Source: an optimization exercise on an open RTL-to-GDS flow (aim: small area, a short achievable clock period and few clock cycles per item). Production flows keep margins and buffers that such runs may drop. Function was checked by simulation only, so behaviour that the tests miss may differ from the original. No activity file was given, so power comes from the tool's default toggle rates.

== juniper ==
==> flow/design.v <==
`timescale 1ns/1ps
`default_nettype none
package fetch_pkg;
	localparam int DATA_WIDTH      = 16;
	localparam int N_CHANNELS      = 16;
	localparam int COMMIT_ID_WIDTH = 6;
	typedef logic signed [DATA_WIDTH - 1 : 0] data_t;
	typedef logic [3 : 0] chan_addr_t;
	typedef logic [COMMIT_ID_WIDTH - 1 : 0] commit_id_t;
	typedef logic [7 : 0] tag_t;
	localparam chan_addr_t SRC_REG0    = 4'd0;
	localparam chan_addr_t SRC_REG1    = 4'd1;
	localparam chan_addr_t SRC_QUARTER = 4'd3;
	localparam chan_addr_t SRC_HALF    = 4'd4;
	localparam data_t SCALE_QUARTER = data_t'({2'b01, {(DATA_WIDTH - 2){1'b0}}});
	localparam data_t SCALE_HALF    = data_t'({1'b1, {(DATA_WIDTH - 1){1'b0}}});
	typedef struct packed {
		logic       needed;
		logic       is_reg;
		chan_addr_t src;
	} operand_sel_t;
	typedef struct packed {
		tag_t         tag;
		chan_addr_t   dest;
		logic         writes_channel;
		data_t        register_0;
		data_t        register_1;
		operand_sel_t op_a;
		operand_sel_t op_b;
		operand_sel_t op_c;
	} instr_t;
	typedef struct packed {
		instr_t     instr;
		commit_id_t commit_id;
		data_t      arg_a;
		data_t      arg_b;
		data_t      arg_c;
	} stage_word_t;
	typedef struct packed {
		tag_t       tag;
		chan_addr_t dest;
		logic       writes_channel;
		commit_id_t commit_id;
		data_t      arg_a;
		data_t      arg_b;
		data_t      arg_c;
	} fetched_t;
	typedef struct packed {
		logic       valid;
		chan_addr_t addr;
		data_t      value;
	} chan_write_t;
	typedef enum logic {
		FETCH_IDLE,
		FETCH_BUSY
	} fetch_state_t;
endpackage
`default_nettype wire
`timescale 1ns/1ps
`default_nettype none
module operand_fetch_top
(
	input  wire          clk,
	input  wire          reset,
	input  wire          in_valid,
	output logic         in_ready,
	input  wire  [7:0]   in_tag,
	input  wire  [3:0]   in_dest,
	input  wire          in_writes_channel,
	input  wire  [15:0]  in_register_0,
	input  wire  [15:0]  in_register_1,
	input  wire  [5:0]   in_op_a,
	input  wire  [5:0]   in_op_b,
	input  wire  [5:0]   in_op_c,
	output logic         out_valid,
	input  wire          out_ready,
	output logic [7:0]   out_tag,
	output logic [3:0]   out_dest,
	output logic         out_writes_channel,
	output logic [5:0]   out_commit_id,
	output logic [15:0]  out_arg_a,
	output logic [15:0]  out_arg_b,
	output logic [15:0]  out_arg_c,
	input  wire          chan_write_valid,
	input  wire  [3:0]   chan_write_addr,
	input  wire  [15:0]  chan_write_value
);
	logic [15:0] chan [16];    
	logic [3:0]  wq   [3];     
	logic [2:0]  outs;         
	logic        occ;          
	logic [15:0] val  [3];
	logic [2:0]  wait_t [3];   
	logic        cwv;
	logic [5:0]  sel [3];
	logic [15:0] rd_t [3];
	logic [15:0] in_val [3];
	logic [2:0]  in_wait [3];
	logic [2:0]  in_fwd;
	logic        free;
	logic        take;
	logic        issue;
	logic        out_fire;
	logic [2:0]  outs_dn;      
	assign cwv = chan_write_valid;
	assign sel[0] = in_op_a;
	assign sel[1] = in_op_b;
	assign sel[2] = in_op_c;
	logic ready_now;
	logic ready_wb;
	logic ready_now_d;
	logic ready_wb_d;
	logic free_now;
	logic free_wb;
	logic in_ready_now;
	assign out_valid = ready_now | (cwv & ready_wb);
	assign out_fire  = out_valid & out_ready;
	assign out_arg_a = wait_t[0][0] ? chan_write_value : val[0];
	assign out_arg_b = wait_t[1][0] ? chan_write_value : val[1];
	assign out_arg_c = wait_t[2][0] ? chan_write_value : val[2];
	assign free_now     = ~occ | (out_ready & ready_now);
	assign free_wb      = ~occ | (out_ready & ready_wb);
	assign in_ready_now = free_now & ~(in_writes_channel & outs[2]);
	assign free         = free_now | (cwv & free_wb);
	assign in_ready     = in_ready_now | (cwv & free_wb);
	assign take     = in_valid & in_ready;
	assign issue    = take & in_writes_channel;
	always_comb begin
		for (int k = 0; k < 3; k++) begin
			logic [15:0] m [4];
			for (int j = 0; j < 4; j++)
				case (sel[k][1:0])
					2'd0: m[j] = chan[4*j];
					2'd1: m[j] = chan[4*j+1];
					2'd2: m[j] = chan[4*j+2];
					default: m[j] = chan[4*j+3];
				endcase
			case (sel[k][3:2])
				2'd0: rd_t[k] = m[0];
				2'd1: rd_t[k] = m[1];
				2'd2: rd_t[k] = m[2];
				default: rd_t[k] = m[3];
			endcase
		end
	end
	always_comb begin
		for (int k = 0; k < 3; k++) begin
			logic [3:0] src;
			logic [2:0] p;     
			src = sel[k][3:0];
			p   = 3'b000;
			for (int i = 0; i < 3; i++)
				if (outs[i] && wq[i] == src)
					p = 3'((2 << i) - 1);
			in_val[k]  = '0;
			in_wait[k] = '0;
			in_fwd[k]  = 1'b0;
			if (sel[k][5]) begin
				if (sel[k][4]) begin
					case (src)
						4'd0:    in_val[k] = in_register_0;
						4'd1:    in_val[k] = in_register_1;
						4'd3:    in_val[k] = 16'h4000;
						4'd4:    in_val[k] = 16'h8000;
						default: in_val[k] = '0;
					endcase
				end else begin
					in_val[k]  = rd_t[k];
					in_fwd[k]  = cwv & p[0] & ~p[1];
					in_wait[k] = cwv ? (p >> 1) : p;
				end
			end
		end
	end
	always_ff @(posedge clk) begin
		if (reset)
			occ <= 1'b0;
		else if (take)
			occ <= 1'b1;
		else if (out_fire)
			occ <= 1'b0;
	end
	always_comb begin
		logic [2:0] w0;
		logic [2:0] w1;
		for (int k = 0; k < 3; k++) begin
			w0[k] = free ? in_wait[k][0] : (cwv ? wait_t[k][1] : wait_t[k][0]);
			w1[k] = free ? in_wait[k][1] : (cwv ? wait_t[k][2] : wait_t[k][1]);
		end
		ready_now_d = ~(|w0);
		ready_wb_d  = ~(|w1);
	end
	always_ff @(posedge clk) begin
		if (reset) begin
			ready_now <= 1'b0;
			ready_wb  <= 1'b0;
		end else if (take) begin
			ready_now <= ready_now_d;
			ready_wb  <= ready_wb_d;
		end else if (out_fire) begin
			ready_now <= 1'b0;
			ready_wb  <= 1'b0;
		end else begin
			ready_now <= ready_now_d & occ;
			ready_wb  <= ready_wb_d & occ;
		end
	end
	always_ff @(posedge clk) begin
		if (free) begin
			out_tag            <= in_tag;
			out_dest           <= in_dest;
			out_writes_channel <= in_writes_channel;
		end
	end
	always_ff @(posedge clk) begin
		for (int k = 0; k < 3; k++) begin
			if (free)
				wait_t[k] <= in_wait[k];
			else if (cwv)
				wait_t[k] <= wait_t[k] >> 1;
			if (free ? in_fwd[k] : (cwv & wait_t[k][0] & ~wait_t[k][1]))
				val[k] <= chan_write_value;
			else if (free)
				val[k] <= in_val[k];
		end
	end
	assign outs_dn = cwv ? (outs >> 1) : outs;
	always_ff @(posedge clk) begin
		if (reset) begin
			outs   <= '0;
		end else begin
			outs   <= issue ? {outs_dn[1:0], 1'b1} : outs_dn;
		end
	end
	always_ff @(posedge clk) begin
		if (reset)
			out_commit_id <= '0;
		else if (out_fire && out_writes_channel)
			out_commit_id <= out_commit_id + 6'd1;
	end
	always_ff @(posedge clk) begin
		for (int i = 0; i < 3; i++) begin
			if (issue && (i == 0 ? ~outs_dn[0] : (outs_dn[i - 1] & ~outs_dn[i])))
				wq[i] <= in_dest;
			else if (cwv && i < 2)
				wq[i] <= wq[i + 1];
		end
	end
	logic [15:0] wr_data;
	assign wr_data = chan_write_value & {16{~reset}};
	always_ff @(posedge clk) begin
		for (int c = 0; c < 16; c++)
			if (reset || (cwv && chan_write_addr == 4'(c)))
				chan[c] <= wr_data;
	end
endmodule
`default_nettype wire
export LEC_CHECK = 0
export CAP_MARGIN = 20
export CORE_MARGIN = 2
export CORE_UTILIZATION = 55
export SETUP_SLACK_MARGIN = 2.3
export SLEW_MARGIN = 20
export BUFFER_PORTS_ARGS = -buffer_cell sky130_fd_sc_hd__buf_1
export CTS_ARGS = -sink_clustering_enable -repair_clock_nets -sink_clustering_size 24 -sink_clustering_max_diameter 80 -buf_list sky130_fd_sc_hd__clkbuf_16 -dont_use_dummy_load
create_clock -name core_clock -period 5.0 [get_ports {clk}]
standard.sh (not shown) runs the stock make flow with config.mk's settings and CLKGATE_MAP_FILE= SYNTH_SCRIPT=/design/flow/synth_recipe.tcl, a recipe that flattens the netlist after the stock synthesis.
==> flow/flow/run.sh <==
#!/bin/bash
# Standard layout with small port buffers and a lighter clock tree.
set -e
cat >> config.mk <<'EOM'
export BUFFER_PORTS_ARGS = -buffer_cell sky130_fd_sc_hd__buf_1
export CTS_ARGS = -sink_clustering_enable -repair_clock_nets -sink_clustering_size 24 -sink_clustering_max_diameter 80 -buf_list sky130_fd_sc_hd__clkbuf_16 -dont_use_dummy_load
EOM
bash standard.sh > standard.log 2>&1
Every stage of the flow completed for juniper, and the final layout passed the timing, design-rule and antenna checks.
Testbench counts of juniper, summed over its fixed seeds: cycles 20,173, items 16,000.
## Diff of input files: pepper against juniper
- a change of SETUP_SLACK_MARGIN from 2.3 to 2.4
==> comparison <==
In summary, pepper completed successfully, with a layout that passed the timing, design-rule and antenna checks.
First-pass GRT wire length for pepper is higher than for juniper.
Fmax | pepper vs juniper | pepper faster
Sequential cell area share in pepper vs juniper: down 0.66 points
Sort pepper and juniper by critical path depth, ascending, and pepper comes first.
Comparing final net count for pepper and juniper, the smaller number came from juniper.
Final design instance area without fill ends up lower on juniper.
As far as die area is concerned, pepper and juniper perform about the same.
Looking at class of the most critical setup path, the flip-flop to output port result is from pepper; the primary input to flip-flop one comes from juniper.
As far as count of buffering cells on the critical path with inverters included goes, pepper and juniper are indistinguishable; the numbers are identical.
Taking juniper as the reference point, the worst slew margin relative to its limit of pepper falls by 0.36 points.
Of pepper and juniper, the higher global-route usage belongs to pepper.
Measured against each other, pepper and juniper differ in final critical delay including setup and external delays, the higher figure coming from juniper.
> inputs changed (pepper -> garnet)
- CORE_UTILIZATION: 55 -> 65
- SETUP_SLACK_MARGIN: 2.4 -> 2.5
[summary]
Taking pepper as the reference, in garnet wire length of the first global-routing pass lower, routing usage on met3 moved up, power share of the clock group saw a decrease.


willow:
Starts from the design.v that is shown in full above.
Settings: LEC_CHECK=0, CAP_MARGIN=20, CORE_MARGIN=2, CORE_UTILIZATION=50, SETUP_SLACK_MARGIN=2.3, SLEW_MARGIN=20, BUFFER_PORTS_ARGS=-buffer_cell sky130_fd_sc_hd__buf_1, CTS_ARGS=-sink_clustering_enable -repair_clock_nets -sink_clustering_size 26 -sink_clustering_max_diameter 100 -buf_list sky130_fd_sc_hd__clkbuf_16 -dont_use_dummy_load; clock period 5.0 ns.
==> flow/flow/run.sh <==
#!/bin/bash
# Standard layout with small port buffers and a lighter clock tree.
set -e
cat >> config.mk <<'EOM'
export BUFFER_PORTS_ARGS = -buffer_cell sky130_fd_sc_hd__buf_1
export CTS_ARGS = -sink_clustering_enable -repair_clock_nets -sink_clustering_size 26 -sink_clustering_max_diameter 100 -buf_list sky130_fd_sc_hd__clkbuf_16 -dont_use_dummy_load
EOM
bash standard.sh > standard.log 2>&1
Testbench counts of willow, summed over its fixed seeds: cycles 20,173, items 16,000.
Setup changes, willow to indigo
Settings: SETUP_SLACK_MARGIN changed from 2.3 to 2.5; CORE_UTILIZATION changed from 50 to 45; CTS_ARGS changed from -sink_clustering_enable -repair_clock_nets -sink_clustering_size 26 -sink_clustering_max_diameter 100 -buf_list sky130_fd_sc_hd__clkbuf_16 -dont_use_dummy_load to -sink_clustering_enable -repair_clock_nets -sink_clustering_size 24 -sink_clustering_max_diameter 80 -buf_list sky130_fd_sc_hd__clkbuf_16 -dont_use_dummy_load.
==> flow/flow/run.sh <==
#!/bin/bash
# Standard layout with small port buffers and a lighter clock tree.
set -e
cat >> config.mk <<'EOM'
export BUFFER_PORTS_ARGS = -buffer_cell sky130_fd_sc_hd__buf_1
export CTS_ARGS = -sink_clustering_enable -repair_clock_nets -sink_clustering_size 24 -sink_clustering_max_diameter 80 -buf_list sky130_fd_sc_hd__clkbuf_16 -dont_use_dummy_load
EOM
bash standard.sh > standard.log 2>&1
--- outcome ---
- Of the two values seen for launch point of the worst path, wait_t[2][0]$_DFFE_PP_ was produced by indigo and chan_write_valid by willow.
- For indigo, the critical path class was flop to primary output, unlike willow, where it was primary input to primary output.
- Post-CTS setup buffer count: indigo vs willow up 17
- Of willow and indigo, the run reporting the higher path depth of the worst reg2reg path was indigo.
- [compare] base=willow new=indigo: fraction of met3 tracks used by global routing moved down, routed wire length went up about 6%, multi-input combinational gate total was more or less identical.


Setup of yarrow:
Starts from the design.v that is shown in full above.
Settings: LEC_CHECK=0, CAP_MARGIN=20, CORE_MARGIN=2, CORE_UTILIZATION=50, SETUP_SLACK_MARGIN=2.4, SLEW_MARGIN=20, BUFFER_PORTS_ARGS=-buffer_cell sky130_fd_sc_hd__buf_1, CTS_ARGS=-sink_clustering_enable -repair_clock_nets -sink_clustering_size 24 -sink_clustering_max_diameter 80 -buf_list sky130_fd_sc_hd__clkbuf_16 -dont_use_dummy_load; clock period 5.0 ns.
==> flow/flow/run.sh <==
#!/bin/bash
# Standard layout with small port buffers and a lighter clock tree.
set -e
cat >> config.mk <<'EOM'
export BUFFER_PORTS_ARGS = -buffer_cell sky130_fd_sc_hd__buf_1
export CTS_ARGS = -sink_clustering_enable -repair_clock_nets -sink_clustering_size 24 -sink_clustering_max_diameter 80 -buf_list sky130_fd_sc_hd__clkbuf_16 -dont_use_dummy_load
EOM
bash standard.sh > standard.log 2>&1
yarrow went all the way through synthesis, placement and routing and the layout is clean on timing, DRC and antenna.
Testbench counts of yarrow, summed over its fixed seeds: cycles 20,173, items 16,000.
Relative to yarrow, the following input files were edited for amber:
- CORE_UTILIZATION now 55, was 50
- SETUP_SLACK_MARGIN now 2.5, was 2.4
Notes after the runs:
- On total placed cells including tap cells, the lower figure sits with amber, not yarrow.
- Cmp yarrow and amber / proportion of power drawn by combinational gates / lower: yarrow
- Per the comparison of amber with yarrow, final area picked up an extra 0.61%; met3 track utilization from global routing went up by 4.4 points; wire length went down; stage delay of the slowest cell on the critical path stayed essentially flat; non-clock buffer count went up 18.
- Cmp yarrow and amber / placement-stage worst setup slack / higher: amber
- Re setup slack of the critical path after layout: yarrow and amber aren't equal, and the higher value belongs to yarrow.
- amber and yarrow ended up with roughly the same total power.
- Met2 global-route usage | amber above yarrow
Input-level comparison between harbor and amber:
- GPL_TIMING_DRIVEN now 0, previously not set
- SETUP_SLACK_MARGIN now 2.3, was 2.5
### Flow results
harbor ran to completion and came out clean on the timing, design-rule and antenna checks.
Relative to amber, final standard cell count with taps included and fillers excluded has increased by about 3.3% in harbor.
Final period demand of the worst path on harbor is up relative to amber.
Going from amber to harbor, internal power grew slightly.
Lower wire length of the first global-routing pass goes to amber over harbor.
Per the comparison of harbor with amber, met1 global-route usage about even, cell area picked up an extra about 1.8%, power spent charging and discharging nets rose by 0.087 mW.


## run 1
// operand_fetch_top: RTL as listed in full above, without the edits since
Settings: LEC_CHECK=0, CAP_MARGIN=20, CORE_MARGIN=2, CORE_UTILIZATION=55, SETUP_SLACK_MARGIN=2.3, SLEW_MARGIN=20, TNS_END_PERCENT=30, BUFFER_PORTS_ARGS=-buffer_cell sky130_fd_sc_hd__buf_1, CTS_ARGS=-sink_clustering_enable -repair_clock_nets -sink_clustering_size 24 -sink_clustering_max_diameter 80 -buf_list sky130_fd_sc_hd__clkbuf_16 -dont_use_dummy_load; clock period 5.0 ns.
Scripts as last shown in full above: flow/flow/run.sh
Run 1 ran to completion and came out clean on the timing, design-rule and antenna checks.
Testbench counts of run 1, summed over its fixed seeds: cycles 20,173, items 16,000.
The inputs of run 2 differ from those of run 1 as listed below.
- TNS_END_PERCENT no longer set, was 30
- CORE_UTILIZATION now 45, was 55
Findings:
- In the tables for run 2 and run 1, share of total power in combinational logic reads higher with run 2.
- Against run 1, run 2 comes in 0.12 ns higher on worst setup slack.
- Fraction of standard cell area that is sequential (run 2 over run 1): decrease, 0.57 points
Edits applied to the flow inputs when going from run 2 to run 3:
- CORE_UTILIZATION changed from 45 to 55
- PLACE_DENSITY newly set to 0.72
==> summary.txt <==
Re critical path depth: no difference whatsoever between run 2 and run 3. Summary: with run 2 as the reference, wire length reported by the detailed router in run 3 moved down by more than 10%. Taking run 3 as 1.0, run 2 lands at 1.15 on met2 layer wire length in the routed design. Area of the die: run 3 vs run 2 down 18%. Of run 3 and run 2, run 2 shows the higher first-pass GRT wire length, with run 3 below it.

==> static timing again, ports no longer ideal <==
Ports are ideal in the flow. The routed layouts listed here were re-timed in OpenROAD.
Step 1 sets driving cells, clkbuf_16 on the clock port and buf_2 on the other inputs (assumed; they add their load-dependent delay and slew).
Step 2 also shifts input and output timing later by t, the mid clock arrival at the registers, as if the neighbouring blocks saw the same clock.
Slacks: ideal ports / drivers / drivers and shift; pairs: ideal ports / drivers.
run	shift t [ns]	setup WS [ns]	hold WS [ns]	clock arrival spread, ns	worst slew at a driven data input, ns
juniper	0.602	2.312 / 2.296 / 1.746	0.490 / 0.490 / 0.490	0.043 / 0.044	0.08
pepper	0.597	2.371 / 2.316 / 1.825	0.508 / 0.508 / 0.508	0.042 / 0.043	0.06
garnet	0.569	2.199 / 2.230 / 1.661	0.493 / 0.493 / 0.493	0.035 / 0.034	0.16
willow	0.585	2.194 / 2.165 / 1.767	0.497 / 0.497 / 0.497	0.020 / 0.019	0.06
indigo	0.591	2.381 / 2.317 / 1.726	0.494 / 0.494 / 0.494	0.058 / 0.059	0.22
yarrow	0.609	2.373 / 2.312 / 1.794	0.509 / 0.509 / 0.509	0.038 / 0.039	0.14
amber	0.585	2.355 / 2.301 / 1.847	0.505 / 0.505 / 0.505	0.052 / 0.052	0.16
harbor	0.594	2.240 / 2.184 / 1.707	0.501 / 0.501 / 0.501	0.039 / 0.038	0.06
run 1	0.595	2.148 / 2.159 / 1.565	0.488 / 0.488 / 0.488	0.048 / 0.049	0.07
run 2	0.595	2.272 / 2.284 / 1.689	0.503 / 0.503 / 0.503	0.047 / 0.047	0.14
run 3	0.571	2.173 / 2.193 / 1.622	0.495 / 0.495 / 0.495	0.032 / 0.032	0.06
After both steps setup and hold are still met in every run listed. The setup slack of indigo, which loses most, moves by -0.064 ns with the drivers and by -0.655 ns with both steps.
